Source: an optimization exercise on an open RTL-to-GDS flow (aim: small area, a short achievable clock period and few clock cycles per item). Production flows keep margins and buffers that such runs may drop. In this exercise RTL edits were held to simulation tests only and were not proved equivalent to the original. With no activity given, the tool overestimates toggling in this design, so its power and IR-drop figures are unreliable.

==> v7 <==
Design decay_invariant_mass_hypotheses, start of the top module:
module decay_invariant_mass_hypotheses
#(
  parameter int MOM_WIDTH = 28
) (
  input  logic                        clk,
  input  logic                        rst_n,
  input  logic                        cfg_we,
  input  logic [dimh_pkg::CFG_IDX_W-1:0]        cfg_index,
  input  logic [dimh_pkg::MASS_W-1:0]           cfg_wdata,
  input  logic                        in_valid,
  output logic                        in_ready,
  input  logic [dimh_pkg::MODE_W-1:0]           in_mode,
  input  logic signed [MOM_WIDTH-1:0] in_mom_x,
  input  logic signed [MOM_WIDTH-1:0] in_mom_y,
  input  logic signed [MOM_WIDTH-1:0] in_mom_z,
  input  logic [dimh_pkg::CHARGE_W-1:0]         in_charge_code,
  input  logic [dimh_pkg::MASS_W-1:0]           in_candidate_mass,
  output logic                        out_valid,
  input  logic                        out_ready,
  output logic [dimh_pkg::OUT_W-1:0]            out_mass_kaon_as_pion,
  output logic [dimh_pkg::OUT_W-1:0]            out_mass_jpsi_kaon_pion,
  output logic                        out_in_window
);
  localparam int NCTX = 3;
  localparam int NF   = 5;
  localparam int NT   = 16;
  localparam logic [2:0] K_KPI = 3'd0;   
  localparam logic [2:0] K_J   = 3'd1;   
  localparam logic [2:0] K_P1  = 3'd2;   
  localparam logic [2:0] K_P2  = 3'd3;   
  localparam logic [2:0] K_KK  = 3'd4;   
  localparam logic [2:0] K_M1  = 3'd5;   
  localparam logic [2:0] K_M2  = 3'd6;   
  localparam logic [1:0] I_NONE = 2'd0;
  localparam logic [1:0] I_KK   = 2'd1;
  localparam logic [1:0] I_M1   = 2'd2;
  localparam logic [1:0] I_M2   = 2'd3;
  ...
Settings: LEC_CHECK=0, CAP_MARGIN=20, CORE_MARGIN=2, CORE_UTILIZATION=50, PLACE_DENSITY=0.65, SETUP_SLACK_MARGIN=2.5, SLEW_MARGIN=20; clock period 8.0 ns.
run.sh (not shown) runs the stock make flow with config.mk's settings and CLKGATE_MAP_FILE= SYNTH_SCRIPT=/design/flow/synth_recipe.tcl, a recipe that flattens the netlist after the stock synthesis.
==> v20: changes against v7 <==
--- a/flow/design.v
+++ b/flow/design.v
@@ -43,17 +43,17 @@
   output logic                        out_valid,
   input  logic                        out_ready,
   output logic [dimh_pkg::OUT_W-1:0]            out_mass_kaon_as_pion,
   output logic [dimh_pkg::OUT_W-1:0]            out_mass_jpsi_kaon_pion,
   output logic                        out_in_window
 );
   localparam int NCTX = 3;
   localparam int NF   = 5;
-  localparam int NT   = 16;
+  localparam int NT   = 15;
   localparam logic [2:0] K_KPI = 3'd0;   
   localparam logic [2:0] K_J   = 3'd1;   
   localparam logic [2:0] K_P1  = 3'd2;   
   localparam logic [2:0] K_P2  = 3'd3;   
   localparam logic [2:0] K_KK  = 3'd4;   
   localparam logic [2:0] K_M1  = 3'd5;   
   localparam logic [2:0] K_M2  = 3'd6;   
   localparam logic [1:0] I_NONE = 2'd0;
@@ -78,29 +78,30 @@
         dimh_pkg::REG_WINDOW_HIGH: win_high_r  <= cfg_wdata;
         default: ;
       endcase
     end
   end
   logic        ir_v;
   logic [1:0]  ir_mode, ir_chg;
   logic signed [27:0] ir_x, ir_y, ir_z;
+  logic [19:0] ir_cand;
   logic        ir_iss, ir_win, p2_ok, m_next;
   logic [1:0]  int_op;
   assign in_ready = !ir_v || ir_iss;
   always_ff @(posedge clk) begin
     if (!rst_n) ir_v <= 1'b0;
     else        ir_v <= (in_valid && in_ready) || (ir_v && !ir_iss);
     if (in_valid && in_ready) begin
       ir_mode <= in_mode;
       ir_chg  <= in_charge_code;
       ir_x    <= in_mom_x;
       ir_y    <= in_mom_y;
       ir_z    <= in_mom_z;
-      ir_win  <= (in_candidate_mass > win_low_r) && (in_candidate_mass < win_high_r);
+      ir_cand <= in_candidate_mass;
     end
   end
   logic signed [27:0] sk_x, sk_y, sk_z, sj_x, sj_y, sj_z, s1_x, s1_y, s1_z;
   always_ff @(posedge clk) begin
     if (ir_iss && ir_mode == dimh_pkg::MODE_KAON) begin
       sk_x <= ir_x; sk_y <= ir_y; sk_z <= ir_z;
     end
     if (ir_iss && ir_mode == dimh_pkg::MODE_JPSI) begin
@@ -120,16 +121,17 @@
     end
   end
   logic has_pion, sel_p1;
   always_comb begin
     has_pion = (kaon_chg_r == dimh_pkg::CHG_POS) || (kaon_chg_r == dimh_pkg::CHG_NEG);
     if (kaon_chg_r == dimh_pkg::CHG_POS) sel_p1 = (pion1_chg_r == dimh_pkg::CHG_NEG);
     else                                 sel_p1 = (pion1_chg_r == dimh_pkg::CHG_POS);
   end
+  assign ir_win = (ir_cand > win_low_r) && (ir_cand < win_high_r);
   logic signed [29:0] cx1 [NCTX];
   logic signed [29:0] cy1 [NCTX];
   logic signed [29:0] cz1 [NCTX];
   logic signed [29:0] cx2 [NCTX];
   logic signed [29:0] cy2 [NCTX];
   logic signed [29:0] cz2 [NCTX];
   logic        cwin [NCTX];
   logic [$clog2(NCTX+1)-1:0] nctx;
@@ -206,29 +208,29 @@
   logic signed [27:0] tx, ty, tz;
   always_comb begin
     if (int_op == I_KK) begin
       tx = sk_x; ty = sk_y; tz = sk_z;
     end else begin
       tx = ir_x; ty = ir_y; tz = ir_z;
     end
   end
-  always_ff @(posedge clk) begin
+  always_comb begin
     case (int_op)
       I_M1: begin
-        op_a <= e1_r; op_b <= cx1[crp]; op_c <= cy1[crp]; op_d <= cz1[crp]; op_neg <= 1'b1;
+        op_a = e1_r; op_b = cx1[crp]; op_c = cy1[crp]; op_d = cz1[crp]; op_neg = 1'b1;
       end
       I_M2: begin
-        op_a <= e2_r; op_b <= cx2[crp]; op_c <= cy2[crp]; op_d <= cz2[crp]; op_neg <= 1'b1;
+        op_a = e2_r; op_b = cx2[crp]; op_c = cy2[crp]; op_d = cz2[crp]; op_neg = 1'b1;
       end
       default: begin
-        if (int_op == I_KK) op_a <= 30'(kaon_mass_r);
-        else if (ir_mode == dimh_pkg::MODE_JPSI) op_a <= 30'(jpsi_mass_r);
-        else op_a <= 30'(pion_mass_r);
-        op_b <= 30'(tx); op_c <= 30'(ty); op_d <= 30'(tz); op_neg <= 1'b0;
+        if (int_op == I_KK) op_a = 30'(kaon_mass_r);
+        else if (ir_mode == dimh_pkg::MODE_JPSI) op_a = 30'(jpsi_mass_r);
+        else op_a = 30'(pion_mass_r);
+        op_b = 30'(tx); op_c = 30'(ty); op_d = 30'(tz); op_neg = 1'b0;
       end
     endcase
   end
   always_ff @(posedge clk) begin
     if (!rst_n) tv[0] <= 1'b0;
     else        tv[0] <= ir_iss || (int_op != I_NONE);
     case (int_op)
       I_KK: tk[0] <= K_KK;
CORE_UTILIZATION = 40   (was 50)
PLACE_DENSITY = 0.6   (was 0.65)
SETUP_SLACK_MARGIN = not set   (was 2.5)
==> v32: changes against v7 <==
--- a/flow/design.v
+++ b/flow/design.v
@@ -43,17 +43,17 @@
   output logic                        out_valid,
   input  logic                        out_ready,
   output logic [dimh_pkg::OUT_W-1:0]            out_mass_kaon_as_pion,
   output logic [dimh_pkg::OUT_W-1:0]            out_mass_jpsi_kaon_pion,
   output logic                        out_in_window
 );
   localparam int NCTX = 3;
   localparam int NF   = 5;
-  localparam int NT   = 16;
+  localparam int NT   = 15;
   localparam logic [2:0] K_KPI = 3'd0;   
   localparam logic [2:0] K_J   = 3'd1;   
   localparam logic [2:0] K_P1  = 3'd2;   
   localparam logic [2:0] K_P2  = 3'd3;   
   localparam logic [2:0] K_KK  = 3'd4;   
   localparam logic [2:0] K_M1  = 3'd5;   
   localparam logic [2:0] K_M2  = 3'd6;   
   localparam logic [1:0] I_NONE = 2'd0;
@@ -206,29 +206,29 @@
   logic signed [27:0] tx, ty, tz;
   always_comb begin
     if (int_op == I_KK) begin
       tx = sk_x; ty = sk_y; tz = sk_z;
     end else begin
       tx = ir_x; ty = ir_y; tz = ir_z;
     end
   end
-  always_ff @(posedge clk) begin
+  always_comb begin
     case (int_op)
       I_M1: begin
-        op_a <= e1_r; op_b <= cx1[crp]; op_c <= cy1[crp]; op_d <= cz1[crp]; op_neg <= 1'b1;
+        op_a = e1_r; op_b = cx1[crp]; op_c = cy1[crp]; op_d = cz1[crp]; op_neg = 1'b1;
       end
       I_M2: begin
-        op_a <= e2_r; op_b <= cx2[crp]; op_c <= cy2[crp]; op_d <= cz2[crp]; op_neg <= 1'b1;
+        op_a = e2_r; op_b = cx2[crp]; op_c = cy2[crp]; op_d = cz2[crp]; op_neg = 1'b1;
       end
       default: begin
-        if (int_op == I_KK) op_a <= 30'(kaon_mass_r);
-        else if (ir_mode == dimh_pkg::MODE_JPSI) op_a <= 30'(jpsi_mass_r);
-        else op_a <= 30'(pion_mass_r);
-        op_b <= 30'(tx); op_c <= 30'(ty); op_d <= 30'(tz); op_neg <= 1'b0;
+        if (int_op == I_KK) op_a = 30'(kaon_mass_r);
+        else if (ir_mode == dimh_pkg::MODE_JPSI) op_a = 30'(jpsi_mass_r);
+        else op_a = 30'(pion_mass_r);
+        op_b = 30'(tx); op_c = 30'(ty); op_d = 30'(tz); op_neg = 1'b0;
       end
     endcase
   end
   always_ff @(posedge clk) begin
     if (!rst_n) tv[0] <= 1'b0;
     else        tv[0] <= ir_iss || (int_op != I_NONE);
     case (int_op)
       I_KK: tk[0] <= K_KK;
SETUP_SLACK_MARGIN = 1.5   (was 2.5)
==> notes.md <==
Power consumed by sequential cells: v32 21.8 mW; v7 23.1 mW; v20 21.7 mW
Mux contribution to synthesized area: v32 3.90%; v7 3.80%; v20 3.82%
Pre-CTS setup slack: v32 622 ps; v7 211 ps; v20 430 ps
Relative contribution of the clock network to total power: v32 9.2%; v7 8.4%; v20 10.5%
Met3 Use GR: v32 5.30%; v7 5.47%; v20 3.10%
Fraction of power spent switching nets: v32 46.6%; v7 46.2%; v20 45.9%
VDD IR-drop max: v32 0.00172 V; v7 0.00184 V; v20 0.00124 V
Post-route fraction of the period consumed by the critical path: v32 83.9%; v7 85.1%; v20 93.9%
Maximum clock skew at final layout: v32 81.0 ps; v7 60.2 ps; v20 72.3 ps
Status: v32 timing/DRC/antenna clean; v7 timing/DRC/antenna clean; v20 timing/DRC/antenna clean
Post-synthesis share of cell area spent on xor and xnor gates: v32 6.16%; v7 6.04%; v20 6.19%
Time the worst path needs with I/O delays and setup: v32 6710 ps; v7 6810 ps; v20 7510 ps
Biggest fanout along the worst timing path: v32 6; v7 8; v20 35
Largest net degree at the start of global routing: v32 93; v7 149; v20 149
Multi-input gate area in the final layout: v32 106,000 µm²; v7 109,000 µm²; v20 103,000 µm²
Synth Net Count: v32 20,100; v7 19,900; v20 19,900
Detailed route wirelength on metal3: v32 43,800 µm; v7 40,900 µm; v20 28,300 µm
Starting density of the core: v32 50.2%; v7 50.2%; v20 40.2%
Routed WL per cell: v32 22.7 µm; v7 22.2 µm; v20 20.3 µm
Data arrival time of the critical path: v32 7570 ps; v7 7610 ps; v20 8280 ps
Endpoint of the worst register-to-register path: v32 qs_r1[39]; v7 rad_r[20]; v20 qs_r1[42]
Testbench counts of v7, summed over its fixed seeds: cycles 20,361, items 3,200.
Testbench counts of v20, summed over its fixed seeds: cycles 19,721, items 3,200.
Testbench counts of v32, summed over its fixed seeds: cycles 19,721, items 3,200.

[port drivers added, routing unchanged]
In the flow no input, the clock included, has a driving cell. The finished layouts below were timed again as built, in two steps. Step 1 sets driving cells, clkbuf_16 on the clock port and buf_2 on the other inputs (assumed; they add their load-dependent delay and slew). Step 2 moves the port delays by t, midway between the first and last clock arrival at a register: inputs arrive t later, outputs are due t later. That takes back most of the time a late clock gives input paths. Three values: ideal ports, drivers, drivers and shift; two values: the first two.
| run | shift t [ns] | slack for setup (ns) | hold WS [ns] | pins driven straight from the clock port |
|---|---|---|---|---|
| v7 | 1.020 | 1.188 / 1.188 / 1.188 | 0.286 / 0.286 / 0.286 | 1 |
| v20 | 1.032 | 0.486 / 0.486 / 0.486 | 0.302 / 0.302 / 0.302 | 1 |
| v32 | 1.030 | 1.288 / 1.288 / 1.288 | 0.307 / 0.307 / 0.307 | 1 |
After both steps setup and hold are still met in every run listed.
